This design comes from an exercise in tuning for small area and few clock cycles per item on the open sky130 flow, not from production work.
In this exercise RTL edits were held to simulation tests only and were not proved equivalent to the original.

==> flow/design.v (outline; a module is shown in full before it is edited, if it fits) <==
// module gaze_smoothed_zoom_crop_top: 1757 lines
// module gszc_fa: 4 lines
// module gszc_ha: 4 lines
// module gszc_han: 4 lines
module gaze_smoothed_zoom_crop_top (
	input  wire logic                                 clk,
	input  wire logic                                 arst_n,
	input  wire logic                                 gaze_valid,
	output wire logic                                 gaze_ready,
	input  wire logic signed [gszc_pkg::GAZE_W-1:0]   gaze_x,
	input  wire logic signed [gszc_pkg::GAZE_W-1:0]   gaze_y,
	input  wire logic                                 cfg_valid,
	output wire logic                                 cfg_ready,
	input  wire logic [gszc_pkg::CFG_IDX_W-1:0]       cfg_index,
	input  wire logic [gszc_pkg::CROP_W-1:0]          cfg_data,
	output wire logic                                 result_valid,
	input  wire logic                                 result_ready,
	output logic signed [gszc_pkg::GAZE_W-1:0]        result_center_x,
	output logic signed [gszc_pkg::GAZE_W-1:0]        result_center_y,
	output logic        [gszc_pkg::CROP_W-1:0]        result_crop_width,
	output logic        [gszc_pkg::CROP_W-1:0]        result_crop_height,
	output logic signed [gszc_pkg::CORNER_W-1:0]      result_corner_x,
	output logic signed [gszc_pkg::CORNER_W-1:0]      result_corner_y
);
  // ...
==> flow/run.sh <==
#!/bin/bash
# synth_recipe.tcl (not shown) runs the flow's synth.tcl, then flattens the netlist and writes it again
# the make line also repeats each setting of config.mk as NAME=value (left out here)
make -C /OpenROAD-flow-scripts/flow DESIGN_CONFIG=/design/flow/config.mk WORK_HOME=/design/flow/orfs CLKGATE_MAP_FILE= SYNTH_SCRIPT=/design/flow/synth_recipe.tcl finish
==> flow/config.mk <==
export PLATFORM = sky130hd
export DESIGN_NAME = gaze_smoothed_zoom_crop_top
export DESIGN_NICKNAME = gaze_smoothed_zoom_crop_top
export VERILOG_FILES = /design/flow/design.v
export SDC_FILE = /design/flow/constraint.sdc
export NUM_CORES = 4
export LEC_CHECK = 0
export CAP_MARGIN = 20
export CORE_MARGIN = 2
export CORE_UTILIZATION = 40
export CTS_CLUSTER_DIAMETER = 100
export CTS_CLUSTER_SIZE = 30
export SLEW_MARGIN = 20
export SYNTH_HIERARCHICAL = 1
export SYNTH_MINIMUM_KEEP_SIZE = 0
==> flow/constraint.sdc <==
create_clock -name core_clock -period 9.0 [get_ports {clk}]
set_input_delay 1.8000 -clock core_clock [delete_from_list [all_inputs] [get_ports {clk}]]
set_output_delay 1.8000 -clock core_clock [all_outputs]
set_load 0.01 [all_outputs]
==> flow_summary.json, run 1 <==
{
  "rsz0062_at_grt": "false",
  "worstMarginPinSlew_ps": 983,
  "regArea_um2": 15600,
  "crit_buf_inv": 1,
  "synth_top_family_by_area": "adder cells",
  "cap_violations": 0,
  "gp_congestion": 0.831,
  "wire_per_inst_um": 18.1,
  "synth_area_um2": 42700,
  "synth_compound_area_frac": 0.0601,
  "io_pins": 128,
  "seq_share": 0.332,
  "holdPathStages": 0,
  "postSynthCellCount": 3224,
  "drive_gt1_frac": 0.0636,
  "fmax_ghz": 0.119,
  "whs_ps": 418,
  "synth_edf_count": 404,
  "cts_tree": "built",
  "yosysMostFrequentCell": "fa_1",
  "nFillCells": 9657,
  "status": "complete, no violations",
  "signal_buffers": 170,
  "routed_wl_mm": 86.8,
  "min_from": "win_x_q[8][6]"
}
Testbench counts, summed over its fixed seeds: cycles 9,632, items 9,528.
==> run 2: changes to the inputs <==
--- a/flow/design.v
+++ b/flow/design.v
@@ -347,18 +347,22 @@
 	wire xsum_73, xsum_74;
 	gszc_fa u_xsum_73 (.a(xsum_39), .b(xsum_38), .c(xsum_72), .s(xsum_73), .co(xsum_74));
 	wire xsum_75, xsum_76;
 	gszc_fa u_xsum_75 (.a(xsum_41), .b(xsum_40), .c(xsum_74), .s(xsum_75), .co(xsum_76));
 	wire xsum_77, xsum_78;
 	gszc_fa u_xsum_77 (.a(xsum_43), .b(xsum_42), .c(xsum_76), .s(xsum_77), .co(xsum_78));
 	wire xsum_79, xsum_80;
 	gszc_fa u_xsum_79 (.a(xsum_45), .b(xsum_44), .c(xsum_78), .s(xsum_79), .co(xsum_80));
-	wire [7:0] xsum_81 = {1'b0, xsum_59, xsum_57, xsum_55, xsum_53, xsum_51, xsum_49, xsum_47} + {1'b0, xsum_58, xsum_56, xsum_54, xsum_52, xsum_50, xsum_48, xsum_46} + 8'(xsum_80);
-	assign sum_x_n = {xsum_81[6], xsum_81[5], xsum_81[4], xsum_81[3], xsum_81[2], xsum_81[1], xsum_81[0], xsum_79, xsum_77, xsum_75, xsum_73, xsum_71, xsum_69, xsum_67, xsum_65, xsum_63, xsum_61};
+	wire xsum_81, xsum_82;
+	gszc_fa u_xsum_81 (.a(xsum_47), .b(xsum_46), .c(xsum_80), .s(xsum_81), .co(xsum_82));
+	wire xsum_83, xsum_84;
+	gszc_fa u_xsum_83 (.a(xsum_49), .b(xsum_48), .c(xsum_82), .s(xsum_83), .co(xsum_84));
+	wire [5:0] xsum_85 = {1'b0, xsum_59, xsum_57, xsum_55, xsum_53, xsum_51} + {1'b0, xsum_58, xsum_56, xsum_54, xsum_52, xsum_50} + 6'(xsum_84);
+	assign sum_x_n = {xsum_85[4], xsum_85[3], xsum_85[2], xsum_85[1], xsum_85[0], xsum_83, xsum_81, xsum_79, xsum_77, xsum_75, xsum_73, xsum_71, xsum_69, xsum_67, xsum_65, xsum_63, xsum_61};
 	wire ysum_1, ysum_2;
 	gszc_ha u_ysum_1 (.a(sum_y_q[0]), .b(gaze_y[0]), .s(ysum_1), .co(ysum_2));
 	wire ysum_3, ysum_4;
 	gszc_ha u_ysum_3 (.a(sum_y_q[1]), .b(gaze_y[1]), .s(ysum_3), .co(ysum_4));
 	wire ysum_5, ysum_6;
 	gszc_ha u_ysum_5 (.a(sum_y_q[2]), .b(gaze_y[2]), .s(ysum_5), .co(ysum_6));
 	wire ysum_7, ysum_8;
 	gszc_ha u_ysum_7 (.a(sum_y_q[3]), .b(gaze_y[3]), .s(ysum_7), .co(ysum_8));
@@ -429,18 +433,22 @@
 	wire ysum_73, ysum_74;
 	gszc_fa u_ysum_73 (.a(ysum_39), .b(ysum_38), .c(ysum_72), .s(ysum_73), .co(ysum_74));
 	wire ysum_75, ysum_76;
 	gszc_fa u_ysum_75 (.a(ysum_41), .b(ysum_40), .c(ysum_74), .s(ysum_75), .co(ysum_76));
 	wire ysum_77, ysum_78;
 	gszc_fa u_ysum_77 (.a(ysum_43), .b(ysum_42), .c(ysum_76), .s(ysum_77), .co(ysum_78));
 	wire ysum_79, ysum_80;
 	gszc_fa u_ysum_79 (.a(ysum_45), .b(ysum_44), .c(ysum_78), .s(ysum_79), .co(ysum_80));
-	wire [7:0] ysum_81 = {1'b0, ysum_59, ysum_57, ysum_55, ysum_53, ysum_51, ysum_49, ysum_47} + {1'b0, ysum_58, ysum_56, ysum_54, ysum_52, ysum_50, ysum_48, ysum_46} + 8'(ysum_80);
-	assign sum_y_n = {ysum_81[6], ysum_81[5], ysum_81[4], ysum_81[3], ysum_81[2], ysum_81[1], ysum_81[0], ysum_79, ysum_77, ysum_75, ysum_73, ysum_71, ysum_69, ysum_67, ysum_65, ysum_63, ysum_61};
+	wire ysum_81, ysum_82;
+	gszc_fa u_ysum_81 (.a(ysum_47), .b(ysum_46), .c(ysum_80), .s(ysum_81), .co(ysum_82));
+	wire ysum_83, ysum_84;
+	gszc_fa u_ysum_83 (.a(ysum_49), .b(ysum_48), .c(ysum_82), .s(ysum_83), .co(ysum_84));
+	wire [5:0] ysum_85 = {1'b0, ysum_59, ysum_57, ysum_55, ysum_53, ysum_51} + {1'b0, ysum_58, ysum_56, ysum_54, ysum_52, ysum_50} + 6'(ysum_84);
+	assign sum_y_n = {ysum_85[4], ysum_85[3], ysum_85[2], ysum_85[1], ysum_85[0], ysum_83, ysum_81, ysum_79, ysum_77, ysum_75, ysum_73, ysum_71, ysum_69, ysum_67, ysum_65, ysum_63, ysum_61};
 	always_ff @(posedge clk or negedge arst_n) begin
 		if (!arst_n) begin
 			sum_x_q <= SBIAS;
 			sum_y_q <= SBIAS;
 			fill_q  <= '0;
 			v_s1    <= 1'b0;
 		end else begin
 			if (acc) begin
@@ -1684,18 +1692,84 @@
 	wire hdiv_159, hdiv_160;
 	gszc_fa u_hdiv_159 (.a(hdiv_115), .b(hdiv_114), .c(hdiv_158), .s(hdiv_159), .co(hdiv_160));
 	wire hdiv_161, hdiv_162;
 	gszc_fa u_hdiv_161 (.a(hdiv_117), .b(hdiv_116), .c(hdiv_160), .s(hdiv_161), .co(hdiv_162));
 	wire hdiv_163, hdiv_164;
 	gszc_fa u_hdiv_163 (.a(hdiv_119), .b(hdiv_118), .c(hdiv_162), .s(hdiv_163), .co(hdiv_164));
 	wire [18:0] hdiv_165 = {1'b0, 1'b1, hdiv_153, hdiv_151, hdiv_149, hdiv_147, hdiv_145, hdiv_143, hdiv_141, hdiv_139, hdiv_137, hdiv_135, hdiv_133, hdiv_131, hdiv_129, hdiv_127, hdiv_125, hdiv_123, hdiv_121} + {1'b0, hdiv_154, hdiv_152, hdiv_150, hdiv_148, hdiv_146, hdiv_144, hdiv_142, hdiv_140, hdiv_138, hdiv_136, hdiv_134, hdiv_132, hdiv_130, hdiv_128, hdiv_126, hdiv_124, hdiv_122, hdiv_120} + 19'(hdiv_164);
 	assign q_h = {hdiv_165[17], hdiv_165[16], hdiv_165[15], hdiv_165[14], hdiv_165[13], hdiv_165[12], hdiv_165[11], hdiv_165[10], hdiv_165[9], hdiv_165[8], hdiv_165[7], hdiv_165[6], hdiv_165[5]};
-	assign t_w = neg_w ? {2'b0, max_w_q} - {1'b0, q_w} : {2'b0, max_w_q} + {1'b0, q_w};
-	assign t_h = neg_h ? {2'b0, max_h_q} - {1'b0, q_h} : {2'b0, max_h_q} + {1'b0, q_h};
+	wire wcl_1, wcl_2;
+gszc_ha u_wcl_1 (.a(max_w_q[0]), .b((q_w[0] ^ neg_w)), .s(wcl_1), .co(wcl_2));
+wire wcl_3, wcl_4;
+gszc_ha u_wcl_3 (.a(max_w_q[1]), .b((q_w[1] ^ neg_w)), .s(wcl_3), .co(wcl_4));
+wire wcl_5, wcl_6;
+gszc_ha u_wcl_5 (.a(max_w_q[2]), .b((q_w[2] ^ neg_w)), .s(wcl_5), .co(wcl_6));
+wire wcl_7, wcl_8;
+gszc_ha u_wcl_7 (.a(max_w_q[3]), .b((q_w[3] ^ neg_w)), .s(wcl_7), .co(wcl_8));
+wire wcl_9, wcl_10;
+gszc_ha u_wcl_9 (.a(max_w_q[4]), .b((q_w[4] ^ neg_w)), .s(wcl_9), .co(wcl_10));
+wire wcl_11, wcl_12;
+gszc_ha u_wcl_11 (.a(max_w_q[5]), .b((q_w[5] ^ neg_w)), .s(wcl_11), .co(wcl_12));
+wire wcl_13, wcl_14;
+gszc_ha u_wcl_13 (.a(max_w_q[6]), .b((q_w[6] ^ neg_w)), .s(wcl_13), .co(wcl_14));
+wire wcl_15, wcl_16;
+gszc_ha u_wcl_15 (.a(max_w_q[7]), .b((q_w[7] ^ neg_w)), .s(wcl_15), .co(wcl_16));
+wire wcl_17, wcl_18;
+gszc_ha u_wcl_17 (.a(max_w_q[8]), .b((q_w[8] ^ neg_w)), .s(wcl_17), .co(wcl_18));
+wire wcl_19, wcl_20;
+gszc_ha u_wcl_19 (.a(max_w_q[9]), .b((q_w[9] ^ neg_w)), .s(wcl_19), .co(wcl_20));
+wire wcl_21, wcl_22;
+gszc_ha u_wcl_21 (.a(max_w_q[10]), .b((q_w[10] ^ neg_w)), .s(wcl_21), .co(wcl_22));
+wire wcl_23, wcl_24;
+gszc_ha u_wcl_23 (.a(max_w_q[11]), .b((q_w[11] ^ neg_w)), .s(wcl_23), .co(wcl_24));
+wire wcl_25, wcl_26;
+gszc_ha u_wcl_25 (.a(wcl_1), .b(neg_w), .s(wcl_25), .co(wcl_26));
+wire wcl_27, wcl_28;
+gszc_fa u_wcl_27 (.a(wcl_3), .b(wcl_2), .c(wcl_26), .s(wcl_27), .co(wcl_28));
+wire wcl_29, wcl_30;
+gszc_fa u_wcl_29 (.a(wcl_5), .b(wcl_4), .c(wcl_28), .s(wcl_29), .co(wcl_30));
+wire wcl_31, wcl_32;
+gszc_fa u_wcl_31 (.a(wcl_7), .b(wcl_6), .c(wcl_30), .s(wcl_31), .co(wcl_32));
+wire [10:0] wcl_33 = {1'b0, neg_w, (q_w[12] ^ neg_w), wcl_23, wcl_21, wcl_19, wcl_17, wcl_15, wcl_13, wcl_11, wcl_9} + {1'b0, 1'b0, wcl_24, wcl_22, wcl_20, wcl_18, wcl_16, wcl_14, wcl_12, wcl_10, wcl_8} + 11'(wcl_32);
+assign t_w = {wcl_33[9], wcl_33[8], wcl_33[7], wcl_33[6], wcl_33[5], wcl_33[4], wcl_33[3], wcl_33[2], wcl_33[1], wcl_33[0], wcl_31, wcl_29, wcl_27, wcl_25};
+	wire hcl_1, hcl_2;
+gszc_ha u_hcl_1 (.a(max_h_q[0]), .b((q_h[0] ^ neg_h)), .s(hcl_1), .co(hcl_2));
+wire hcl_3, hcl_4;
+gszc_ha u_hcl_3 (.a(max_h_q[1]), .b((q_h[1] ^ neg_h)), .s(hcl_3), .co(hcl_4));
+wire hcl_5, hcl_6;
+gszc_ha u_hcl_5 (.a(max_h_q[2]), .b((q_h[2] ^ neg_h)), .s(hcl_5), .co(hcl_6));
+wire hcl_7, hcl_8;
+gszc_ha u_hcl_7 (.a(max_h_q[3]), .b((q_h[3] ^ neg_h)), .s(hcl_7), .co(hcl_8));
+wire hcl_9, hcl_10;
+gszc_ha u_hcl_9 (.a(max_h_q[4]), .b((q_h[4] ^ neg_h)), .s(hcl_9), .co(hcl_10));
+wire hcl_11, hcl_12;
+gszc_ha u_hcl_11 (.a(max_h_q[5]), .b((q_h[5] ^ neg_h)), .s(hcl_11), .co(hcl_12));
+wire hcl_13, hcl_14;
+gszc_ha u_hcl_13 (.a(max_h_q[6]), .b((q_h[6] ^ neg_h)), .s(hcl_13), .co(hcl_14));
+wire hcl_15, hcl_16;
+gszc_ha u_hcl_15 (.a(max_h_q[7]), .b((q_h[7] ^ neg_h)), .s(hcl_15), .co(hcl_16));
+wire hcl_17, hcl_18;
+gszc_ha u_hcl_17 (.a(max_h_q[8]), .b((q_h[8] ^ neg_h)), .s(hcl_17), .co(hcl_18));
+wire hcl_19, hcl_20;
+gszc_ha u_hcl_19 (.a(max_h_q[9]), .b((q_h[9] ^ neg_h)), .s(hcl_19), .co(hcl_20));
+wire hcl_21, hcl_22;
+gszc_ha u_hcl_21 (.a(max_h_q[10]), .b((q_h[10] ^ neg_h)), .s(hcl_21), .co(hcl_22));
+wire hcl_23, hcl_24;
+gszc_ha u_hcl_23 (.a(max_h_q[11]), .b((q_h[11] ^ neg_h)), .s(hcl_23), .co(hcl_24));
+wire hcl_25, hcl_26;
+gszc_ha u_hcl_25 (.a(hcl_1), .b(neg_h), .s(hcl_25), .co(hcl_26));
+wire hcl_27, hcl_28;
+gszc_fa u_hcl_27 (.a(hcl_3), .b(hcl_2), .c(hcl_26), .s(hcl_27), .co(hcl_28));
+wire hcl_29, hcl_30;
+gszc_fa u_hcl_29 (.a(hcl_5), .b(hcl_4), .c(hcl_28), .s(hcl_29), .co(hcl_30));
+wire hcl_31, hcl_32;
+gszc_fa u_hcl_31 (.a(hcl_7), .b(hcl_6), .c(hcl_30), .s(hcl_31), .co(hcl_32));
+wire [10:0] hcl_33 = {1'b0, neg_h, (q_h[12] ^ neg_h), hcl_23, hcl_21, hcl_19, hcl_17, hcl_15, hcl_13, hcl_11, hcl_9} + {1'b0, 1'b0, hcl_24, hcl_22, hcl_20, hcl_18, hcl_16, hcl_14, hcl_12, hcl_10, hcl_8} + 11'(hcl_32);
+assign t_h = {hcl_33[9], hcl_33[8], hcl_33[7], hcl_33[6], hcl_33[5], hcl_33[4], hcl_33[3], hcl_33[2], hcl_33[1], hcl_33[0], hcl_31, hcl_29, hcl_27, hcl_25};
 	assign cw_c = neg_w ? ((ovf_w_s3 || t_w[CW+1]) ? '0 : t_w[CW-1:0])
 	                    : ((ovf_w_s3 || t_w[CW+1] || t_w[CW]) ? {CW{1'b1}} : t_w[CW-1:0]);
 	assign ch_c = neg_h ? ((ovf_h_s3 || t_h[CW+1]) ? '0 : t_h[CW-1:0])
 	                    : ((ovf_h_s3 || t_h[CW+1] || t_h[CW]) ? {CW{1'b1}} : t_h[CW-1:0]);
 	always_ff @(posedge clk or negedge arst_n) begin
 		if (!arst_n) v_s4 <= 1'b0;
 		else if (rdy_s4) v_s4 <= v_s3;
 	end
==> flow_summary.json, run 2 <==
{
  "place_ws_ps": -56.7,
  "fmax_ghz": 0.116,
  "slew_viol_final": 0,
  "drt_iter0_drc": 905,
  "cp_max_fo": 6,
  "startpoint": "p_h_s3[3]",
  "postRouteAntennaNets": 0,
  "hpwl_mm": 64.1,
  "holdPathStages": 0,
  "cp_common_cell": "fa_1",
  "crit_required_ps": 9370,
  "postSynthCellCount": 3085,
  "netlist_top_cells_count": "606 x fa_1, 405 x ha_1, 404 x edfxtp_1, 253 x and2_1, 184 x inv_1",
  "grt_pass1_vias": 24900,
  "synth_seq_cells": 546,
  "final_cell_mix": "602 x fa_1, 405 x ha_1, 404 x edfxtp_1",
  "fin_nets": 4315,
  "crit_buf_inv": 3,
  "viasPerCell": 4.94,
  "antenna_found_initial": 1,
  "worst-path-stages": 30,
  "worstMarginPinSlew_ps": 971,
  "synth_area_um2": 42200,
  "drcViolationCount": 0,
  "relSlewSlack": 0.352,
  "synth_area_leaders": "edfxtp_1 29%, fa_1 29%, ha_1 12%, dfrtp_1 5.9%, and2_1 3.8%",
  "area_growth_pct": 10.1,
  "fin_crit_ps": 8640,
  "gp_congestion": 0.815,
  "cts-root-buf": "clkbuf_16",
  "finalClockSkew_ps": 35.1,
  "cts_tree": "built",
  "clk_latency_ps": 630,
  "ys_seq_area_frac": 0.369,
  "cp_slowest_cell": "fa_1",
  "cp-end-kind": "flip-flop",
  "die_w_um": 329,
  "num_rows": 119,
  "synthArstFlopShare": 0.212,
  "wire_per_inst_um": 17.8,
  "io_pins": 128,
  "cts_max_path_buffers": 3,
  "gr-usage-met1": 0.219,
  "worstReg2RegEnd": "ch_s4[7]",
  "mostFrequentLayoutCell": "fa_1",
  "top_regs": "win_x_q: 130 flops, win_y_q: 130 flops",
  "cts.sink_count": 546,
  "setup_violations": 0,
  "grt_overflow": 0,
  "grtUsageMet3": 0.0165,
  "cts-buffers-inserted": 27,
  "synth_edf_count": 404,
  "grt_util_met2": 0.277,
  "r2r_cells": 30,
  "hold_viol": 0,
  "n_antenna_cell": 0,
  "yosysMostFrequentCell": "fa_1",
  "grt_max_degree": 146,
  "status": "complete, no violations",
  "die_area_um2": 108000,
  "avgSynthCellArea_um2": 13.7,
  "first_pass_iters": 5,
  "grtUsageTotal": 0.160,
  "synth_top_cell_by_area": "edfxtp_1",
  "htree_levels": 1,
  "fin_crit_sh": 0.960,
  "synth_top_area_share": 0.288,
  "grt_first_pass_wirelength_mm": 137,
  "r2r_slack_ps": 360,
  "vias": 23044,
  "synth_ff_type": "edfxtp_1",
  "ys_types": 71,
  "yosys_warnings": 11,
  "start_util": 0.402,
  "min_from": "win_y_q[1][11]",
  "routed_wl_mm": 83.2,
  "tns_ps": 0,
  "clk_pin_slew_worst_paths_ps": 110,
  "slowest_delay_ps": 520,
  "hp-class": "reg2reg",
  "min_delay_worst_endpoint": "win_y_q[0][11]",
  "startpoint_type": "flip-flop",
  "worstPathArrival_ps": 9010,
  "cap_violations": 0,
  "whs_ps": 421,
  "crit_type": "reg2reg",
  "fp.coreArea_um2": 105000,
  "r2r-start": "p_h_s3[3]",
  "top_usage_layer": "met2",
  "drive_gt1_frac": 0.0696,
  "path_delay_family": "adder cells",
  "postLayoutSetupSlackWorst_ps": 363,
  "io_buffers": 126,
  "die_y_um": 329
}
run 2: cell types whose count changed after synthesis, sizes merged, moves of 8 or more:
cell / change
a21boi: -12
a21o: -15
a22oi: +18
a31oi: -12
and2: -13
and3: -9
clkbuf: -9
fa: +12
ha: +12
nand2: -43
nand2b: -8
nor2b: +21
o21ai: -35
xor2: -13
run 2: worst reg2reg max path: cells and delay by family, from the launching register on:
kind            cells  cell delay (ps)
compound gates     11             2040
xor+xnor            1              170
fa+ha+maj          14             5320
buf+inv             3              310
flops               1              440
simple gates        1               60
run 2: worst max path at each step:
stage / slack (ps) / endpoint
4_1_cts: 20 / cw_s4[3]
3_5_place_dp: -60 / cw_s4[5]
6_report: 360 / ch_s4[7]
3_3_place_gp: -280 / ch_s4[8]
2_1_floorplan: 110 / cw_s4[0]
5_1_grt: -70 / ch_s4[8]
run 2: final cells by class:
cell class                 instances  area [um^2]
inverter                         186          706
tap                             1391         1740
clock buffer                      36          719
sequential                       546        15600
timing repair buffer             181         1690
clock inverter                    13          198
multi-input combinational       2315        25800
fill                            9528        58600
run 2: cell families (layout without fill, tap and decap cells):
| kind of cell | count (synthesis) | count (layout) | share of synthesized area |
|---|---|---|---|
| other cells | 1 | 51 | 0.0000890 |
| mux | 74 | 74 | 0.0197 |
| simple gates | 645 | 645 | 0.0830 |
| xor+xnor | 191 | 191 | 0.0397 |
| fa+ha+maj | 1011 | 1011 | 0.408 |
| flops | 546 | 546 | 0.369 |
| buf+inv | 275 | 416 | 0.0261 |
| compound gates | 342 | 343 | 0.0540 |
run 2: Yosys stat by module (local to each module, per instance):
module | cells inside | flops+latches | cell area, um^2
gaze_smoothed_zoom_crop_top | 2275 | 546 | 27600
gszc_fa | 1 | 0 | 20.0
gszc_ha | 1 | 0 | 12.5
run 2: timing repair:
item,CTS,global route
cloned,1,1
hold buffers,0,0
setup endpoints to repair,10,24
pin swaps,1,7
setup buffers,3,2
gates resized for setup,4,18
run 2: per-layer routing:
metal / vias up / part of all wire
met1: 11887 / 0.45
met2: 252 / 0.50
met4: 0 / 0.019
li1: 10841 / -
met3: 64 / 0.029
met5: - / 0
run 2: stage by stage:
stage	utilization	instances	area, um^2
floorplan	-	3135	42400
finish	0.442	4668	46400
CTS	0.441	4665	46300
global placement	0.432	4612	45300
detailed placement	0.432	4612	45400
global route	0.442	4668	46400
Testbench counts of run 2, summed over its fixed seeds: cycles 9,632, items 9,528.

==> separate check: timing with driven ports <==
How much do the figures lean on ideal ports? The routed layouts below were timed once more, with nothing changed but the port constraints. Step 1 assumes that a clkbuf_16 drives the clock port and a buf_2 every other input. Step 2 times the ports against the registers' clock, not the clock port: input delays grow and output delays shrink by t, the midpoint of the rising clock arrivals with the driver on. Three values: ideal, step 1, step 2; two values: the first two.
| run | shift t [ns] | setup WS [ns] | worst setup path after step 2 | clock arrival spread, ns | worst slew at a driven data input, ns |
|---|---|---|---|---|---|
| run 1 | 0.697 | 0.572 / 0.572 / 0.470 | input to register | 0.033 / 0.034 | 0.07 |
| run 2 | 0.679 | 0.363 / 0.363 / 0.091 | input to register | 0.038 / 0.038 | 0.05 |
After both steps setup and hold are still met in every run listed. For run 2, which loses most, drivers alone change the setup slack by 0.000 ns; drivers and shift together by -0.272 ns.
